Source: an optimization exercise on an open RTL-to-GDS flow (aim: small area and a short achievable clock period). Production flows keep margins and buffers that such runs may drop.
Function was checked by simulation only, so behaviour that the tests miss may differ from the original.

job 101:
// servo_frontend
module servo_frontend (
	input  logic         clk1,
	input  logic         i_rst_n,
	input  logic [127:0] i_cfg,
	input  logic [32:0]  i_adc,
	input  logic [24:0]  i_dac,
	output logic [3:0]   o_afe,
	output logic [72:0]  o_filt,
	output logic [2:0]   o_spi,
	output logic         o_ldac_n,
	output logic         o_dac_credit
);
Settings: LEC_CHECK=0, ABC_AREA=0, CAP_MARGIN=20, CORE_MARGIN=2, CORE_UTILIZATION=40, SLEW_MARGIN=20, SYNTH_HIERARCHICAL=1, SYNTH_MINIMUM_KEEP_SIZE=0; clock period 11.5 ns.
standard.sh (not shown) runs the stock make flow with config.mk's settings and CLKGATE_MAP_FILE= SYNTH_SCRIPT=/design/flow/synth_recipe.tcl, a recipe that flattens the netlist after the stock synthesis.
==> flow/flow/run.sh <==
#!/bin/bash
# Standard layout (the standard.sh, standard synthesis unchanged), with
# - a tighter setup target for ORFS's timing repair (repair_timing
#   -setup_margin); the clock period and constraints stay the standard flow's,
# - every input and output port buffered with a buf_2 instead of the
#   larger cell buffer_ports picks by itself.
set -euo pipefail
export SETUP_SLACK_MARGIN=6.0
export BUFFER_PORTS_ARGS="-buffer_cell sky130_fd_sc_hd__buf_2"
bash standard.sh finish > standard.log 2>&1
For job 102, these inputs were changed with respect to job 101:
Settings: SETUP_SLACK_MARGIN: unset -> 5.
==> flow/run.sh (new file) <==
#!/bin/bash
# synth_recipe.tcl (not shown) runs the flow's synth.tcl, then flattens the netlist and writes it again
# the make line also repeats each setting of config.mk as NAME=value (left out here)
make -C /OpenROAD-flow-scripts/flow DESIGN_CONFIG=/design/flow/config.mk WORK_HOME=/design/flow/orfs CLKGATE_MAP_FILE= SYNTH_SCRIPT=/design/flow/synth_recipe.tcl finish
removed: flow/flow/run.sh
removed: flow/standard.sh
Results
u_adc_path.g_chan[0].u_iir.y_prev[18] as the beginning of the critical path was reported by job 101, and u_adc_path.g_chan[1].u_iir.y_prev[12] by job 102. [compare] base=job 101 new=job 102: minimum setup slack in the final design down 0.85 ns, number of signal-net inverters in the final layout down 1.2%, summed area of non-filler cells in the final layout down 2.3%.

== onyx ==
servo_frontend, a different RTL version from the one above (not shown whole).
Size: about 5500 cells after synthesis, ~270 I/O pins, about 60000 sq um of cells after synthesis.
Settings: LEC_CHECK=0, ABC_AREA=0, CAP_MARGIN=20, CORE_MARGIN=2, CORE_UTILIZATION=40, SLEW_MARGIN=20, SYNTH_HIERARCHICAL=1, SYNTH_MINIMUM_KEEP_SIZE=0; clock period 11.5 ns.
==> flow/flow/run.sh <==
#!/bin/bash
# Standard layout (the standard.sh, standard synthesis unchanged), with
# - a tighter setup target for ORFS's timing repair (repair_timing
#   -setup_margin); the clock period and constraints stay the standard flow's,
# - every input and output port buffered with a buf_1 instead of the
#   larger cell buffer_ports picks by itself.
set -euo pipefail
export SETUP_SLACK_MARGIN=6.3
export BUFFER_PORTS_ARGS="-buffer_cell sky130_fd_sc_hd__buf_1"
bash standard.sh finish > standard.log 2>&1
## Diff of input files: ember against onyx
==> flow/flow/run.sh <==
#!/bin/bash
# Standard layout (the standard.sh, standard synthesis unchanged), with
# - a tighter setup target for ORFS's timing repair (repair_timing
#   -setup_margin); the clock period and constraints stay the standard flow's,
# - every input and output port buffered with a buf_2 instead of the
#   larger cell buffer_ports picks by itself.
set -euo pipefail
export SETUP_SLACK_MARGIN=5.8
export BUFFER_PORTS_ARGS="-buffer_cell sky130_fd_sc_hd__buf_2"
bash standard.sh finish > standard.log 2>&1
### Flow results
- Relative to onyx, the via count of the routed design measured on ember has decreased slightly.
- ember against onyx: utilization of the core after routing moved down; iteration-0 DRC count of the detailed router went up 61.
- A cell at the slowest stage of the critical path of sky130_fd_sc_hd__fa_1 is what ember shows, while sky130_fd_sc_hd__fa_2 belongs to onyx.
- onyx → ember: arrival time at the worst endpoint saw an increase.
- Detail-routed net length per standard cell delta (onyx -> ember): insignificant
- Length of the first detailed-routing pass in iterations: ember > onyx
Input-level comparison between quartz and ember:
Settings: CTS_BUF_LIST: unset -> sky130_fd_sc_hd__clkbuf_8.
==> flow/flow/run.sh <==
#!/bin/bash
# Standard layout (the standard.sh, standard synthesis unchanged), with
# - a tighter setup target for ORFS's timing repair (repair_timing
#   -setup_margin); the clock period and constraints stay the standard flow's,
# - every input and output port buffered with a buf_1 instead of the
#   larger cell buffer_ports picks by itself.
set -euo pipefail
export SETUP_SLACK_MARGIN=6.2
export BUFFER_PORTS_ARGS="-buffer_cell sky130_fd_sc_hd__buf_1"
bash standard.sh finish > standard.log 2>&1
Compared with ember, quartz shows count of nets after finishing that has gone up slightly. From ember to quartz the numbers moved as follows: total via count after detailed routing shows an increase of 510, fill cell instance count of the final layout shows a reduction of 160. Final antenna-violating net count essentially unchanged between ember and quartz.

## run A
Another version of the RTL of servo_frontend (not shown whole).
Size: ~270 I/O pins, roughly 61000 um2 of cells after synthesis.
Settings: LEC_CHECK=0, ABC_AREA=0, CAP_MARGIN=20, CORE_MARGIN=2, CORE_UTILIZATION=40, CTS_BUF_LIST=sky130_fd_sc_hd__clkbuf_8, SLEW_MARGIN=20, SYNTH_HIERARCHICAL=1, SYNTH_MINIMUM_KEEP_SIZE=0; clock period 11.5 ns.
==> flow/flow/run.sh <==
#!/bin/bash
# Standard layout (the standard.sh, standard synthesis unchanged), with
# - a tighter setup target for ORFS's timing repair (repair_timing
#   -setup_margin); the clock period and constraints stay the standard flow's,
# - every input and output port buffered with a buf_1 instead of the
#   larger cell buffer_ports picks by itself.
set -euo pipefail
export SETUP_SLACK_MARGIN=6.35
export BUFFER_PORTS_ARGS="-buffer_cell sky130_fd_sc_hd__buf_1"
bash standard.sh finish > standard.log 2>&1
> inputs changed (run A -> run B)
--- a/flow/flow/run.sh
+++ b/flow/flow/run.sh
@@ -7,3 +7,3 @@
 set -euo pipefail
-export SETUP_SLACK_MARGIN=6.35
+export SETUP_SLACK_MARGIN=6.1
 export BUFFER_PORTS_ARGS="-buffer_cell sky130_fd_sc_hd__buf_1"
[summary]
- NOTE: utilization in run B falls short of that of run A
- Run B vs run A, minimum clock period after layout went up by 0.26 ns.
- Register share of the cell area came out higher on run B than on run A.
- Data required time at the worst endpoint, run B and run A: lower on run B
- Sort run B and run A by maximum cell stage delay along the critical path, descending, and run B comes first.
- The standard cells in run B occupy less silicon area than those in run A do.
Relative to run B, the following input files were edited for run C:
Settings: changing CTS_BUF_LIST from sky130_fd_sc_hd__clkbuf_8 to sky130_fd_sc_hd__clkbuf_4.
--- a/flow/flow/run.sh
+++ b/flow/flow/run.sh
@@ -7,3 +7,3 @@
 set -euo pipefail
-export SETUP_SLACK_MARGIN=6.1
+export SETUP_SLACK_MARGIN=6.42
 export BUFFER_PORTS_ARGS="-buffer_cell sky130_fd_sc_hd__buf_1"
Notes after the runs:
| non-clock buffer total of the final layout | run C vs run B | about 5.6% higher |. As far as maximum number of pins on one net before global-route repair goes, run B and run C are indistinguishable; the numbers are identical. Going from run B to run C, ratio of final minimum period to clock period decreased by 2.5 points relative to the old numbers, largest driver fanout on the critical path decreased by 13 relative to the old numbers, global-route wire length before repair increased by 0.43% relative to the old numbers, filler cell count in the final layout decreased by 87 relative to the old numbers, maximum frequency increased by 5.6% relative to the old numbers. The total wirelength of the detailed-routed design of run C was inferior to that of run B. Number of instances resized during post-cts repair (lower): run B. | sequential share of layout area | run C vs run B | 0.44 points lower |.
For run D, these inputs were changed with respect to run C:
Settings: swapping sky130_fd_sc_hd__clkbuf_4 for sky130_fd_sc_hd__clkbuf_8 in CTS_BUF_LIST.
--- a/flow/flow/run.sh
+++ b/flow/flow/run.sh
@@ -7,3 +7,3 @@
 set -euo pipefail
-export SETUP_SLACK_MARGIN=6.42
+export SETUP_SLACK_MARGIN=6.2
 export BUFFER_PORTS_ARGS="-buffer_cell sky130_fd_sc_hd__buf_1"
Run D vs run C on met3 wirelength from detailed routing: run D is the lower one. Diff run C -> run D: via count of the first global-routing pass shows a reduction of 696; worst slew slack as a fraction of its limit now sits higher; setup slack of the critical path after layout has decreased; area overhead of the layout relative to synthesis -2.2 points; final clock period utilization by the worst path saw an increase. Run D ended up with a lower wire length than run C did. For run D, the capturing element of the worst setup path was u_adc_path.g_chan[0].u_iir.y_prev[18], unlike run C, where it was u_adc_path.g_chan[0].u_iir.y_prev[23].
--- input diff run D..run E ---
Settings: changing CTS_BUF_LIST from sky130_fd_sc_hd__clkbuf_8 to sky130_fd_sc_hd__clkbuf_4.
--- a/flow/flow/run.sh
+++ b/flow/flow/run.sh
@@ -7,3 +7,3 @@
 set -euo pipefail
-export SETUP_SLACK_MARGIN=6.2
+export SETUP_SLACK_MARGIN=6.35
 export BUFFER_PORTS_ARGS="-buffer_cell sky130_fd_sc_hd__buf_1"
## What came out
- ~same global-route usage in run D and run E
- Per-cell routed wire length in run E vs run D: down 1.3%
- Run E ends up with a clock latency on the worst-skew pair that is 0.30 ns higher than in run D.
- Going from run D to run E, post-route cell area went up by about 0.7%; via count went up by about 0.6%.
- Maximum clock frequency: run E vs run D up about 3.6%
- The higher minimum clock period of run D and run E is in run D.
- Between run D and run E, number of vias per cell decreased.

==> separate check: timing with driven ports <==
Ports are ideal in the flow. The routed layouts listed here were re-timed in OpenROAD. Step 1 assumes that a clkbuf_16 drives the clock port and a buf_2 every other input. Step 2 adds t to the input delays and takes it off the output delays; t is the mean of the earliest and latest rising clock arrival at the registers after step 1. Input paths then give back, and output paths get back, about the clock's delay inside the block. Slacks: ideal / step 1 / step 2; pairs: ideal / step 1.
| run | shift t [ns] | slack for setup (ns) | latest minus earliest clock arrival (ns) | worst data-port slew with drivers (ns) | cell pins on the clock port's net |
|---|---|---|---|---|---|
| job 101 | 0.749 | 6.089 / 6.089 / 5.870 | 0.039 / 0.038 | 0.09 | 1 |
| job 102 | 0.776 | 5.239 / 5.239 / 5.239 | 0.032 / 0.031 | 0.07 | 1 |
| onyx | 0.756 | 6.277 / 6.277 / 5.782 | 0.051 / 0.051 | 0.10 | 1 |
| ember | 0.758 | 5.943 / 5.943 / 5.799 | 0.043 / 0.044 | 0.10 | 1 |
| quartz | 0.942 | 6.235 / 6.235 / 5.686 | 0.094 / 0.094 | 0.10 | 1 |
| run A | 0.925 | 6.432 / 6.432 / 5.736 | 0.057 / 0.057 | 0.11 | 1 |
| run B | 0.922 | 6.168 / 6.168 / 5.759 | 0.056 / 0.056 | 0.12 | 1 |
| run C | 1.219 | 6.449 / 6.449 / 5.721 | 0.111 / 0.111 | 0.11 | 1 |
| run D | 0.918 | 6.216 / 6.216 / 5.757 | 0.054 / 0.055 | 0.11 | 1 |
| run E | 1.201 | 6.398 / 6.398 / 5.744 | 0.116 / 0.116 | 0.12 | 1 |
After both steps setup and hold are still met in every run listed. The setup slack of run C, which loses most, moves by 0.000 ns with the drivers and by -0.728 ns with both steps.
